This design comes from an exercise in tuning for small area on the open sky130 flow, not from production work. Only simulation tests tie the RTL to the original design; equivalence was not proved.

Setup of JK:
Design pst_brain_core, start of the top module:
module pst_brain_core (
  input  logic       clk,
  input  logic       rst,
  input  logic [7:0] cur0,
  input  logic [7:0] cur1,
  input  logic [7:0] cur2,
  input  logic [7:0] cur3,
  output logic [7:0] phase0,
  output logic [7:0] phase1,
  output logic [7:0] phase2,
  output logic [7:0] phase3,
  output logic [2:0] winner,
  output logic [7:0] winner_score,
  output logic [7:0] winner_rel,
  output logic [7:0] w_ab,
  output logic [7:0] w_ac,
  output logic [7:0] w_ad,
  output logic [7:0] w_bc,
  output logic [7:0] w_bd,
  output logic [7:0] w_cd,
  output logic [7:0] seq_slot_A,
  output logic [7:0] seq_slot_B,
  output logic       seq_force_valid,
  output logic [7:0] seq_force_pred,
  output logic [7:0] pred_out,
  output logic [7:0] pred_err,
  output logic       reward_out,
  output logic [2:0] gamma_cnt,
  output logic [2:0] theta_cnt,
  output logic       theta_tick,
  output logic       episode_last,
  output logic [2:0] ep_winner,
  output logic [3:0] ep_strength,
  output logic       ep_valid,
  output logic       exploit_mode,
  output logic       explore_mode,
  output logic [1:0] confidence_level,
  output logic       err_explore,
  output logic       delta_tick,
  output logic [2:0] topic_winner,
  output logic [2:0] topic_strength,
  output logic       topic_valid
);
clock: 50.0 ns
lec_check: 0
cap_margin: 0
core_margin: 2
core_utilization: 70
gpl_timing_driven: 0
slew_margin: 0
standard.sh (not shown) runs the stock make flow with config.mk's settings and CLKGATE_MAP_FILE= SYNTH_SCRIPT=/design/flow/synth_recipe.tcl, a recipe that flattens the netlist after the stock synthesis.
==> flow/flow/run.sh <==
#!/bin/bash
# Own layout flow: the standard ORFS layout, with an area-oriented synthesis (ripple
# adders left to ABC, no half/full-adder cell extraction, an area ABC script) and minimum-size
# port buffers. Each tool's output goes to its own log file in this folder.
set -euo pipefail
W=$(pwd)
# Synthesis script: the standard flow's own, with the ABC mapping script replaced by flow/area.abc.
{
  head -n 1 synth_recipe.tcl
  cat <<EOT
proc abc {args} {
  set i [lsearch -exact \$args -script]
  if { \$i >= 0 } { set args [lreplace \$args \$i [expr {\$i + 1}] -script $W/flow/area.abc] }
  yosys abc {*}\$args
}
EOT
  tail -n +2 synth_recipe.tcl
} > my_synth.tcl
bash standard.sh synth SYNTH_SCRIPT=$W/my_synth.tcl ADDER_MAP_FILE= SYNTH_OPERATIONS_ARGS=-noshare \
  > synth.log 2>&1
bash standard.sh finish SYNTH_SCRIPT=$W/my_synth.tcl ADDER_MAP_FILE= SYNTH_OPERATIONS_ARGS=-noshare \
  "BUFFER_PORTS_ARGS=-buffer_cell sky130_fd_sc_hd__buf_1" \
  "CTS_ARGS=-sink_clustering_enable -repair_clock_nets -dont_use_dummy_load -buf_list sky130_fd_sc_hd__clkbuf_8 -sink_clustering_size 16 -sink_clustering_max_diameter 45" \
  > layout.log 2>&1
==> flow/flow/area.abc <==
strash; dc2; drw; drf; dc2; strash; &get -n; &deepsyn -T 120; &put; dch -f; amap; mfs -a; strash; dch -f; amap
Input-level comparison between MS and JK:
- a change of CORE_UTILIZATION from 70 to 80
==> flow/flow/area.abc <==
strash; dc2; drw; drf; dc2; strash; dch -f; amap; strash; dc2; drw; drf; dc2; strash; dch -f; amap
Results
Tool error GPL-0301 stopped MS during global placement (3_3_place_gp); no final results. Summary of the comparison: mean area per synthesized cell is lower in MS, relative to JK. Share of the synthesized area in compound gates (AO/OA/AOI/OAI) (lower): MS. MS vs JK, post-synthesis cell count went up by 74. Looking at y dimension of the die, MS sits 8.2 um below JK. MS vs JK: post-synth design cell area up slightly. MS vs JK — count of standard-cell rows dropped by a few percent. In MS the effective utilization at floorplan turned out 10 points higher than in JK. JK -> MS: share of synthesized flip-flops with an asynchronous set or reset delta 0, exact match. Number of distinct standard cells referenced by the synthesized netlist in MS is 2 higher than in JK.
Here is what was changed in the inputs of AL compared with MS.
- a change of CORE_UTILIZATION from 80 to 70
-- flow/flow/run.sh --
<<< MS, line 23
  "CTS_ARGS=-sink_clustering_enable -repair_clock_nets -dont_use_dummy_load -buf_list sky130_fd_sc_hd__clkbuf_8 -sink_clustering_size 16 -sink_clustering_max_diameter 45" \
>>> AL, line 23
  "CTS_ARGS=-sink_clustering_enable -repair_clock_nets -dont_use_dummy_load -buf_list sky130_fd_sc_hd__clkbuf_2 -sink_clustering_size 6 -sink_clustering_max_diameter 30" \
==> notes.md <==
- Status: combined area of all synthesized cells parity (AL, MS)
- AL gives more die height than MS did.
- MS -> AL: average instance area after synthesis delta 0, exact match
- AL reports a higher cell row count than MS does.
- AL: initial core utilization 11 points below MS
- AL finished every stage and its layout cleared the timing, DRC and antenna checks.
#### Input delta (TR over AL)
-- flow/flow/run.sh --
<<< AL, line 23
  "CTS_ARGS=-sink_clustering_enable -repair_clock_nets -dont_use_dummy_load -buf_list sky130_fd_sc_hd__clkbuf_2 -sink_clustering_size 6 -sink_clustering_max_diameter 30" \
>>> TR, line 23
  "CTS_ARGS=-sink_clustering_enable -repair_clock_nets -dont_use_dummy_load -buf_list sky130_fd_sc_hd__clkbuf_16 -sink_clustering_size 24 -sink_clustering_max_diameter 70" \
Findings:
TR completed end to end with timing, DRC and antenna clean. Delta (TR minus AL): stage delay of the slowest cell on the critical path held steady; length in cells of the worst reg-to-reg path +2.4%; number of buffers created by CTS fell 40; height of the die was more or less identical; relative max-transition margin up 5.6 points. Re layout filler cell count: AL and TR aren't equal, and the lower value belongs to TR. Re hold slack: TR is 3.3 ps down on AL.
Modified inputs, PW compared to TR
-- flow/flow/run.sh --
<<< TR, line 23
  "CTS_ARGS=-sink_clustering_enable -repair_clock_nets -dont_use_dummy_load -buf_list sky130_fd_sc_hd__clkbuf_16 -sink_clustering_size 24 -sink_clustering_max_diameter 70" \
>>> PW, line 23
  "CTS_ARGS=-sink_clustering_enable -repair_clock_nets -dont_use_dummy_load -buf_list sky130_fd_sc_hd__clkbuf_8 -sink_clustering_size 14 -sink_clustering_max_diameter 60" \
Findings:
Both conditions hold for PW: the flow ran to the end and the final layout passed the timing, DRC and antenna checks.
Compare PW and TR | clock tree buffer count of the final layout higher: PW
Changes observed in PW relative to TR: worst hold path depth stayed essentially flat; area fraction in and, or, nand and nor cells after synthesis held steady.


pst_brain_core again, from the RTL that the note above started with.
export LEC_CHECK = 0
export CAP_MARGIN = 0
export CORE_MARGIN = 2
export CORE_UTILIZATION = 75
export GPL_TIMING_DRIVEN = 0
export SLEW_MARGIN = 0
create_clock -name core_clock -period 50.0 [get_ports {clk}]
==> flow/flow/run.sh <==
#!/bin/bash
# Own layout flow: the standard ORFS layout with an area-oriented synthesis and a lighter
# clock tree and port buffering.
#  - synthesis: the standard flow's own script, but the combinational mapping (ABC) is run with each of the
#    area scripts flow/abc*.script and the smallest result is kept; no Kogge-Stone carry
#    lookahead and no half/full-adder cell extraction (ABC maps the adders);
#  - port buffers are buf_1;
#  - clock tree: clkbuf_8 only, small sink clusters, no dummy loads.
# Each tool's output goes to its own log file in this folder.
set -euo pipefail
W=$(pwd)
{
  head -n 1 synth_recipe.tcl
  cat <<EOT
proc abc {args} {
  set lib ""
  set i [lsearch -exact \$args -liberty]
  if { \$i >= 0 } { set lib [lindex \$args [expr {\$i + 1}]] }
  set s [lsearch -exact \$args -script]
  design -save abc_in
  set best 1e18
  foreach scr [lsort [glob $W/flow/abc*.script]] {
    design -load abc_in
    yosys abc {*}[lreplace \$args \$s [expr {\$s + 1}] -script \$scr]
    set rep [tee -q -s result.string stat -liberty \$lib]
    regexp {Chip area for module[^:]*: ([0-9.]+)} \$rep -> area
    puts "ABC script \$scr: area \$area"
    if { \$area < \$best } { set best \$area; design -save abc_best }
  }
  design -load abc_best
  puts "ABC kept area \$best"
}
EOT
  tail -n +2 synth_recipe.tcl
} > my_synth.tcl
ARGS=(SYNTH_SCRIPT=$W/my_synth.tcl ADDER_MAP_FILE= SYNTH_OPERATIONS_ARGS=-noshare)
bash standard.sh synth "${ARGS[@]}" > synth.log 2>&1
bash standard.sh finish "${ARGS[@]}" \
  "BUFFER_PORTS_ARGS=-buffer_cell sky130_fd_sc_hd__buf_1" \
  "CTS_ARGS=-sink_clustering_enable -repair_clock_nets -dont_use_dummy_load -buf_list sky130_fd_sc_hd__clkbuf_8 -sink_clustering_size 14 -sink_clustering_max_diameter 60" \
  > layout.log 2>&1
==> flow/flow/abc1.script <==
strash; dc2; drw; drf; dc2; strash; dch -f; amap; strash; dc2; drw; drf; dc2; strash; dch -f; amap
==> flow/flow/abc2.script <==
strash; dc2; drw; drf; dc2; strash; dch -f; amap; mfs -a; strash; dch -f; amap
==> flow/flow/abc3.script <==
strash; dc2; drw; drf; dc2; strash; &get -n; &deepsyn -T 60 -S 1; &put; dch -f; amap; mfs -a; strash; dch -f; amap
==> flow/flow/abc4.script <==
strash; dc2; drw; drf; dc2; strash; &get -n; &deepsyn -T 60 -S 2; &put; dch -f; amap; mfs -a; strash; dch -f; amap
==> flow/flow/abc5.script <==
strash; dc2; drw; drf; dc2; strash; &get -n; &deepsyn -T 60 -S 3; &put; dch -f; amap; mfs -a; strash; dch -f; amap
The first run ran to the end with no violations.
Rerun with:
CORE_UTILIZATION = 70   (was 75)
Outcome: Clock skew goes up by 5.8 ps. Synthesized cell count does not change. Cell count stays flat.


willow:
pst_brain_core, a different RTL version from the one above (not shown whole).
For scale: about 2100 cells after synthesis, about 220 flip-flops, ~200 I/O pins.
Settings: LEC_CHECK=0, CAP_MARGIN=20, CORE_MARGIN=2, CORE_UTILIZATION=60, SLEW_MARGIN=20; clock period 50.0 ns.
==> flow/flow/run.sh <==
#!/bin/bash
# Own layout flow: the standard ORFS layout, with an area-oriented synthesis (ripple
# adders left to ABC, no half/full-adder cell extraction, an area ABC script) and minimum-size
# port buffers. Each tool's output goes to its own log file in this folder.
set -euo pipefail
W=$(pwd)
# Synthesis script: the standard flow's own, with the ABC mapping script replaced by flow/area.abc.
{
  head -n 1 synth_recipe.tcl
  cat <<EOT
proc abc {args} {
  set i [lsearch -exact \$args -script]
  if { \$i >= 0 } { set args [lreplace \$args \$i [expr {\$i + 1}] -script $W/flow/area.abc] }
  yosys abc {*}\$args
}
EOT
  tail -n +2 synth_recipe.tcl
} > my_synth.tcl
bash standard.sh synth SYNTH_SCRIPT=$W/my_synth.tcl ADDER_MAP_FILE= SYNTH_OPERATIONS_ARGS=-noshare \
  > synth.log 2>&1
bash standard.sh finish SYNTH_SCRIPT=$W/my_synth.tcl ADDER_MAP_FILE= SYNTH_OPERATIONS_ARGS=-noshare \
  "BUFFER_PORTS_ARGS=-buffer_cell sky130_fd_sc_hd__buf_1" \
  "CTS_ARGS=-sink_clustering_enable -repair_clock_nets -dont_use_dummy_load -buf_list sky130_fd_sc_hd__clkbuf_8 -sink_clustering_size 18 -sink_clustering_max_diameter 50" \
  > layout.log 2>&1
==> flow/flow/area.abc <==
strash; dc2; drw; drf; dc2; strash; &get -n; &deepsyn -T 120; &put; dch -f; amap; mfs -a; strash; dch -f; amap
Per the final summary, willow finished and its layout is clean on timing, DRC and antenna.
Edits applied to the flow inputs when going from willow to yarrow:
Settings: putting GPL_TIMING_DRIVEN at 0 where nothing was set; swapping 60 for 70 in CORE_UTILIZATION.
diff --git a/flow/flow/run.sh b/flow/flow/run.sh
--- a/flow/flow/run.sh
+++ b/flow/flow/run.sh
@@ -23 +23 @@
-  "CTS_ARGS=-sink_clustering_enable -repair_clock_nets -dont_use_dummy_load -buf_list sky130_fd_sc_hd__clkbuf_8 -sink_clustering_size 18 -sink_clustering_max_diameter 50" \
+  "CTS_ARGS=-sink_clustering_enable -repair_clock_nets -dont_use_dummy_load -buf_list sky130_fd_sc_hd__clkbuf_4 -sink_clustering_size 8 -sink_clustering_max_diameter 35" \
==> flow/flow/area.abc <==
strash; dc2; drw; drf; dc2; strash; dch -f; amap; strash; dc2; drw; drf; dc2; strash; dch -f; amap
### Flow results
willow: flow completed, timing, DRC and antenna clean. Looking at the reports, yarrow completed the entire flow and the layout it produced met the timing, DRC and antenna checks. Taking willow as the reference, in yarrow maximum clock frequency shows no meaningful change; share of synthesized area occupied by flip-flops and latches went down 0.31 points; initial standard-cell utilization of the core shows an increase of 10 points. yarrow ended up with nor3_1 as its slowest stage cell on the critical path; willow ended up with o21ai_0. Taking willow as the reference, in yarrow length of routed met3 wiring shows an increase of about 9%, routed wire length shows a reduction of about 2.6%. yarrow vs willow on H-tree depth reported by CTS: yarrow is the higher one.

what the ideal ports hide:
How much do the figures lean on ideal ports? The routed layouts below were timed once more, with nothing changed but the port constraints. Step 1 sets driving cells, clkbuf_16 on the clock port and buf_2 on the other inputs (assumed; they add their load-dependent delay and slew). Step 2 moves the port delays by t, midway between the first and last clock arrival at a register: inputs arrive t later, outputs are due t later. That takes back most of the time a late clock gives input paths. a / b / c = ideal / step 1 / step 2; a / b = the first two.
run	t (ns)	slack for setup (ns)	worst setup path at the end	worst register clock-pin slew, ns
JK	0.620	15.191 / 15.212 / 14.592	input to register	0.11 / 0.11
AL	0.877	17.317 / 17.341 / 16.464	input to register	0.12 / 0.12
TR	0.537	16.967 / 16.995 / 16.458	input to register	0.09 / 0.09
PW	0.587	17.179 / 17.202 / 16.615	input to register	0.10 / 0.10
the first run of note 2	0.597	12.635 / 12.656 / 12.059	input to register	0.10 / 0.10
the second run of note 2	0.599	12.292 / 12.316 / 11.716	input to register	0.11 / 0.11
willow	0.626	16.735 / 16.760 / 16.134	input to register	0.09 / 0.09
yarrow	0.687	16.720 / 16.740 / 16.053	input to register	0.09 / 0.09
After both steps setup and hold are still met in every run listed. The setup slack of AL, which loses most, moves by +0.024 ns with the drivers and by -0.853 ns with both steps.
